This is an optimization exercise on Yosys and OpenROAD, whose aim is small area, not a production implementation.
The RTL was checked by simulation tests, not by an equivalence proof against the original design.
Power and IR drop assume default switching activity.

==> run a <==
Design results_accel, start of the top module:
module results_accel (
    input  wire        clk,
    input  wire        rst,
    input  wire        i_lane0_valid,
    input  wire [31:0] i_lane0_query_id,
    input  wire [31:0] i_lane0_ref_id,
    input  wire [31:0] i_lane0_min_val,
    input  wire [31:0] i_lane0_position,
    input  wire        i_lane1_valid,
    input  wire [31:0] i_lane1_query_id,
    input  wire [31:0] i_lane1_ref_id,
    input  wire [31:0] i_lane1_min_val,
    input  wire [31:0] i_lane1_position,
    input  wire [31:0] i_seg_target0,
    input  wire [31:0] i_seg_target1,
    input  wire        i_tx_results,
    output wire        o_query_next,
    output wire        o_tvalid,
    input  wire        i_tready,
    output wire [31:0] o_tdata,
    output wire        o_tlast
);
    logic [127:0] rec0, rec1;
    assign rec0 = {i_lane0_query_id, i_lane0_ref_id, i_lane0_min_val, i_lane0_position};
    assign rec1 = {i_lane1_query_id, i_lane1_ref_id, i_lane1_min_val, i_lane1_position};
    logic [2:0]  slot0, slot1;
    logic [15:0] seg0, seg1;
    logic        batch_done;
    logic        end0, end1;
    assign batch_done   = (seg0 == i_seg_target0[15:0]) && (seg1 == i_seg_target1[15:0]);
    assign o_query_next = batch_done;
    assign end0 = i_lane0_valid && (slot0 == 3'd7);
    assign end1 = i_lane1_valid && (slot1 == 3'd7);
    always_ff @(posedge clk) begin
        if (rst) begin
            slot0 <= '0;
            slot1 <= '0;
            seg0  <= '0;
  ...
==> module results_accel, before the edit <==
module results_accel (
    input  wire        clk,
    input  wire        rst,
    input  wire        i_lane0_valid,
    input  wire [31:0] i_lane0_query_id,
    input  wire [31:0] i_lane0_ref_id,
    input  wire [31:0] i_lane0_min_val,
    input  wire [31:0] i_lane0_position,
    input  wire        i_lane1_valid,
    input  wire [31:0] i_lane1_query_id,
    input  wire [31:0] i_lane1_ref_id,
    input  wire [31:0] i_lane1_min_val,
    input  wire [31:0] i_lane1_position,
    input  wire [31:0] i_seg_target0,
    input  wire [31:0] i_seg_target1,
    input  wire        i_tx_results,
    output wire        o_query_next,
    output wire        o_tvalid,
    input  wire        i_tready,
    output wire [31:0] o_tdata,
    output wire        o_tlast
);
    logic [127:0] rec0, rec1;
    assign rec0 = {i_lane0_query_id, i_lane0_ref_id, i_lane0_min_val, i_lane0_position};
    assign rec1 = {i_lane1_query_id, i_lane1_ref_id, i_lane1_min_val, i_lane1_position};
    logic [2:0]  slot0, slot1;
    logic [15:0] seg0, seg1;
    logic        batch_done;
    logic        end0, end1;
    assign batch_done   = (seg0 == i_seg_target0[15:0]) && (seg1 == i_seg_target1[15:0]);
    assign o_query_next = batch_done;
    assign end0 = i_lane0_valid && (slot0 == 3'd7);
    assign end1 = i_lane1_valid && (slot1 == 3'd7);
    always_ff @(posedge clk) begin
        if (rst) begin
            slot0 <= '0;
            slot1 <= '0;
            seg0  <= '0;
            seg1  <= '0;
        end else begin
            if (i_lane0_valid) slot0 <= slot0 + 1'b1;
            if (i_lane1_valid) slot1 <= slot1 + 1'b1;
            if (batch_done)    seg0 <= {15'd0, end0};
            else if (end0)     seg0 <= seg0 + 1'b1;
            if (batch_done)    seg1 <= {15'd0, end1};
            else if (end1)     seg1 <= seg1 + 1'b1;
        end
    end
    logic [1023:0] best;
    logic [7:0]    has;       
    logic [7:0]    from0;     
    logic [31:0]   cur0, cur1;
    logic          lt0, lt1, le1, l0_lt_l1;
    logic [7:0] at0, at1;
    always_comb begin
        cur0 = '0;
        cur1 = '0;
        for (int s = 0; s < 8; s++) begin
            at0[s] = (slot0 == 3'(s));
            at1[s] = (slot1 == 3'(s));
            cur0 = cur0 | ({32{at0[s]}} & best[s*128 + 32 +: 32]);
            cur1 = cur1 | ({32{at1[s]}} & best[s*128 + 32 +: 32]);
        end
    end
    assign lt0      = i_lane0_min_val < cur0;
    assign lt1      = i_lane1_min_val < cur1;
    assign le1      = i_lane1_min_val <= cur1;
    assign l0_lt_l1 = i_lane0_min_val < i_lane1_min_val;
    logic [7:0] we, sel1;
    always_comb begin
        for (int s = 0; s < 8; s++) begin
            logic w0, w1, h, beat0, beat1;
            w0    = i_lane0_valid && (slot0 == 3'(s));
            w1    = i_lane1_valid && (slot1 == 3'(s));
            h     = has[s] && !batch_done;
            beat0 = !h || lt0;
            beat1 = !h || (from0[s] ? le1 : lt1);
            sel1[s] = w1 && !(w0 && l0_lt_l1);
            we[s]   = sel1[s] ? beat1 : (w0 && beat0);
        end
    end
    logic [7:0] take0, take1, keep;
    assign take0 = we & ~sel1;
    assign take1 = we & sel1;
    assign keep  = ~we;
    always_ff @(posedge clk) begin
        for (int s = 0; s < 8; s++) begin
            best[s*128 +: 128] <= ({128{keep[s]}}  & best[s*128 +: 128]) |
                                  ({128{take0[s]}} & rec0) |
                                  ({128{take1[s]}} & rec1);
        end
    end
    always_ff @(posedge clk) begin
        if (rst) begin
            has   <= '0;
            from0 <= '0;
        end else begin
            for (int s = 0; s < 8; s++) begin
                has[s] <= (has[s] && !batch_done) || we[s];
                if (we[s]) from0[s] <= !sel1[s];
            end
        end
    end
    logic [31:0] snap [32];
    logic [31:0] beat_of [32];
    logic        cap, shift, hold;
    logic        push, pop;
    always_comb begin
        for (int k = 0; k < 32; k++) begin
            beat_of[k] = best[(k/4)*128 + (3 - k%4)*32 +: 32];
        end
    end
    assign cap   = batch_done;
    assign shift = pop && !batch_done;
    assign hold  = !pop && !batch_done;
    always_ff @(posedge clk) begin
        for (int k = 0; k < 32; k++) begin
            snap[k] <= ({32{cap}} & beat_of[k]) | ({32{shift}} & snap[(k+1)%32]) | ({32{hold}} & snap[k]);
        end
    end
    logic result_ready, tx_req, tx_start, fire;
    logic sending;
    logic [4:0] wr_idx, rd_idx, fill;
    assign fire = result_ready && tx_req;
    assign fill     = wr_idx - rd_idx;
    assign push     = sending && !fill[2];
    assign o_tvalid = (wr_idx != rd_idx);
    assign pop      = o_tvalid && i_tready;
    always_ff @(posedge clk) begin
        if (rst) begin
            result_ready <= 1'b0;
            tx_req       <= 1'b0;
            tx_start     <= 1'b0;
            sending      <= 1'b0;
            wr_idx       <= '0;
            rd_idx       <= '0;
        end else begin
            result_ready <= (result_ready && !fire) || batch_done;
            tx_req       <= (tx_req && !fire) || i_tx_results;
            tx_start     <= fire;
            if (tx_start) sending <= 1'b1;
            if (push) begin
                wr_idx <= wr_idx + 1'b1;
                if (wr_idx == 5'd31) sending <= 1'b0;
            end
            if (pop) rd_idx <= rd_idx + 1'b1;
        end
    end
    assign o_tdata = snap[0];
    assign o_tlast = (rd_idx == 5'd31);
endmodule
export LEC_CHECK = 0
export CAP_MARGIN = 20
export CORE_MARGIN = 2
export CORE_UTILIZATION = 40
export SLEW_MARGIN = 20
create_clock -name core_clock -period 10.0 [get_ports {clk}]
standard.sh (not shown) runs the stock make flow with config.mk's settings and CLKGATE_MAP_FILE= SYNTH_SCRIPT=/design/flow/synth_recipe.tcl, a recipe that flattens the netlist after the stock synthesis.
==> flow/flow/run.sh <==
#!/bin/bash
# Own layout flow: the standard flow (standard.sh), with
#  - synthesis mapping the logic with area-oriented ABC scripts, one for the
#    snapshot's input logic and one for the rest (registers are mapped by
#    dfflibmap before ABC runs, so they are the standard synthesis's),
#  - a clock tree of larger sink clusters without dummy loads, small port buffers,
#  - no timing repair at floorplan (the design has ample slack; wire-free
#    estimates there only upsize cells).
# Each tool's output goes to the ORFS logs under orfs/logs; the make output
# goes to standard.log in the work folder.
set -euo pipefail
W=$(pwd)
F=$W/flow

# Synthesis script: the standard flow's, with abc replaced by abc_split.tcl's
export OWN_FLOW_DIR=$F
{
  head -n 1 synth_recipe.tcl
  echo "source $F/abc_split.tcl"
  tail -n +2 synth_recipe.tcl
} > flow_synth.tcl
sed "s|$W/synth_recipe.tcl|$W/flow_synth.tcl|" standard.sh > flow_standard.sh
grep -q flow_synth.tcl flow_standard.sh

export CTS_ARGS="-sink_clustering_enable -repair_clock_nets -dont_use_dummy_load -sink_clustering_size 25 -sink_clustering_max_diameter 100"
# Port buffers: the smallest buffer (repair_design sizes up where a net needs it)
export BUFFER_PORTS_ARGS="-buffer_cell sky130_fd_sc_hd__buf_1"
export REMOVE_ABC_BUFFERS=1

bash flow_standard.sh > standard.log 2>&1
==> flow/flow/abc_area.script <==
strash
dch
map -a
topo
==> flow/flow/abc_snap.script <==
&get -n
&st
&dch
&nf -p -R 1000 -C 32 -F 8
&put
==> flow/flow/abc_split.tcl <==
# Sourced by the flow's synthesis script: replaces Yosys's abc command so the
# logic feeding the snapshot registers is mapped with abc_snap.script and the
# rest with abc_area.script. Both only map the combinational logic; the
# registers were mapped before abc runs.
proc abc {args} {
  set i [lsearch $args -script]
  set snap_args $args
  lset snap_args [expr {$i + 1}] $::env(OWN_FLOW_DIR)/abc_snap.script
  set rest_args $args
  lset rest_args [expr {$i + 1}] $::env(OWN_FLOW_DIR)/abc_area.script
  yosys select -set snap_d c:\\snap* %ci1:+\[D\] c:\\snap* %d
  yosys select -set snap_cone @snap_d %ci*:-sky130_fd_sc_hd__dfxtp_1\[D,CLK\]
  yosys abc {*}$snap_args @snap_cone
  yosys abc {*}$rest_args
}
==> run b: changes against run a <==
--- a/flow/design.v
+++ b/flow/design.v
@@ -53,17 +53,8 @@
     logic [7:0]    from0;     
     logic [31:0]   cur0, cur1;
     logic          lt0, lt1, le1, l0_lt_l1;
-    logic [7:0] at0, at1;
-    always_comb begin
-        cur0 = '0;
-        cur1 = '0;
-        for (int s = 0; s < 8; s++) begin
-            at0[s] = (slot0 == 3'(s));
-            at1[s] = (slot1 == 3'(s));
-            cur0 = cur0 | ({32{at0[s]}} & best[s*128 + 32 +: 32]);
-            cur1 = cur1 | ({32{at1[s]}} & best[s*128 + 32 +: 32]);
-        end
-    end
+    assign cur0     = best[slot0*128 + 32 +: 32];
+    assign cur1     = best[slot1*128 + 32 +: 32];
     assign lt0      = i_lane0_min_val < cur0;
     assign lt1      = i_lane1_min_val < cur1;
     assign le1      = i_lane1_min_val <= cur1;
@@ -116,9 +107,10 @@
     assign shift = pop && !batch_done;
     assign hold  = !pop && !batch_done;
     always_ff @(posedge clk) begin
-        for (int k = 0; k < 32; k++) begin
-            snap[k] <= ({32{cap}} & beat_of[k]) | ({32{shift}} & snap[(k+1)%32]) | ({32{hold}} & snap[k]);
+        for (int k = 0; k < 31; k++) begin
+            snap[k] <= ({32{cap}} & beat_of[k]) | ({32{shift}} & snap[k+1]) | ({32{hold}} & snap[k]);
         end
+        snap[31] <= ({32{cap}} & beat_of[31]) | ({32{!cap}} & snap[31]);
     end
     logic result_ready, tx_req, tx_start, fire;
     logic sending;
==> flow/flow/run.sh (replaced) <==
#!/bin/bash
# Own layout flow: the standard flow (standard.sh), with
#  - synthesis mapping the logic with an area-oriented ABC script (registers are
#    mapped by dfflibmap before ABC runs, so they are the standard synthesis's),
#  - a clock tree of small buffers without dummy loads, and small port buffers,
#  - no timing repair at floorplan (the design has ample slack; wire-free
#    estimates there only upsize cells).
# Each tool's output goes to the ORFS logs under orfs/logs; the make output
# goes to standard.log in the work folder.
set -euo pipefail
W=$(pwd)
F=$W/flow

# Synthesis script: the standard flow's, with abc pointed at the area script
{
  head -n 1 synth_recipe.tcl
  echo "proc abc {args} { set i [lsearch \$args -script]; lset args [expr {\$i+1}] $F/abc_area.script; yosys abc {*}\$args }"
  tail -n +2 synth_recipe.tcl
} > flow_synth.tcl
sed "s|$W/synth_recipe.tcl|$W/flow_synth.tcl|" standard.sh > flow_standard.sh
grep -q flow_synth.tcl flow_standard.sh

export CTS_ARGS="-sink_clustering_enable -repair_clock_nets -dont_use_dummy_load -buf_list sky130_fd_sc_hd__clkbuf_4 -root_buf sky130_fd_sc_hd__clkbuf_16"
# Port buffers: the smallest buffer (repair_design sizes up where a net needs it)
export BUFFER_PORTS_ARGS="-buffer_cell sky130_fd_sc_hd__buf_1"
export REMOVE_ABC_BUFFERS=1

bash flow_standard.sh > standard.log 2>&1
CORE_UTILIZATION = 55   (was 40)
removed: flow/flow/abc_snap.script
removed: flow/flow/abc_split.tcl
==> run summary <==
- Between run a and run b, the lower hold slack is in run b (gap 1.9 ps).
- In flip-flop and latch count, run a and run b do not differ.
- In run a the critical path depth is higher than in run b, by 6.
- Against run b, the setup slack of run a is worse by 210 ps.
==> figures <==
Drt initial violations: run b 8966; run a 13591
Number of cells in the finished layout apart from fillers: run b 11715; run a 10693
Largest net degree at the start of global routing: run b 195; run a 215
Buffer and inverter count on the worst path: run b 5; run a 7
HPWL after detailed placement: run b 157000 um; run a 175000 um
Avg Inst Size Synth: run b 9.00 um2; run a 10.1 um2
Non-clock buffer share: run b 0.0255; run a 0.0266
Leakage power: run b 0.0373 uW; run a 0.0310 uW
Status: run b no timing/DRC/antenna violations; run a no timing/DRC/antenna violations
Required arrival time at the worst endpoint: run b 10710 ps; run a 10590 ps

## what the ideal ports hide
Ports are ideal in the flow. The routed layouts listed here were re-timed in OpenROAD.
Step 1 assumes that a clkbuf_16 drives the clock port and a buf_2 every other input.
Step 2 times the ports against the registers' clock, not the clock port: input delays grow and output delays shrink by t, the midpoint of the rising clock arrivals with the driver on.
a / b / c = ideal ports / drivers / drivers and shift; a / b = the first two.
run | t (ns) | setup WS [ns] | worst slew at a driven data input, ns
run a | 0.841 | 2.081 / 2.081 / 2.081 | 0.24
run b | 0.980 | 2.291 / 2.291 / 1.796 | 0.18
After both steps every run listed still meets setup and hold. For run b, which loses most, drivers alone change the setup slack by 0.000 ns; drivers and shift together by -0.495 ns.
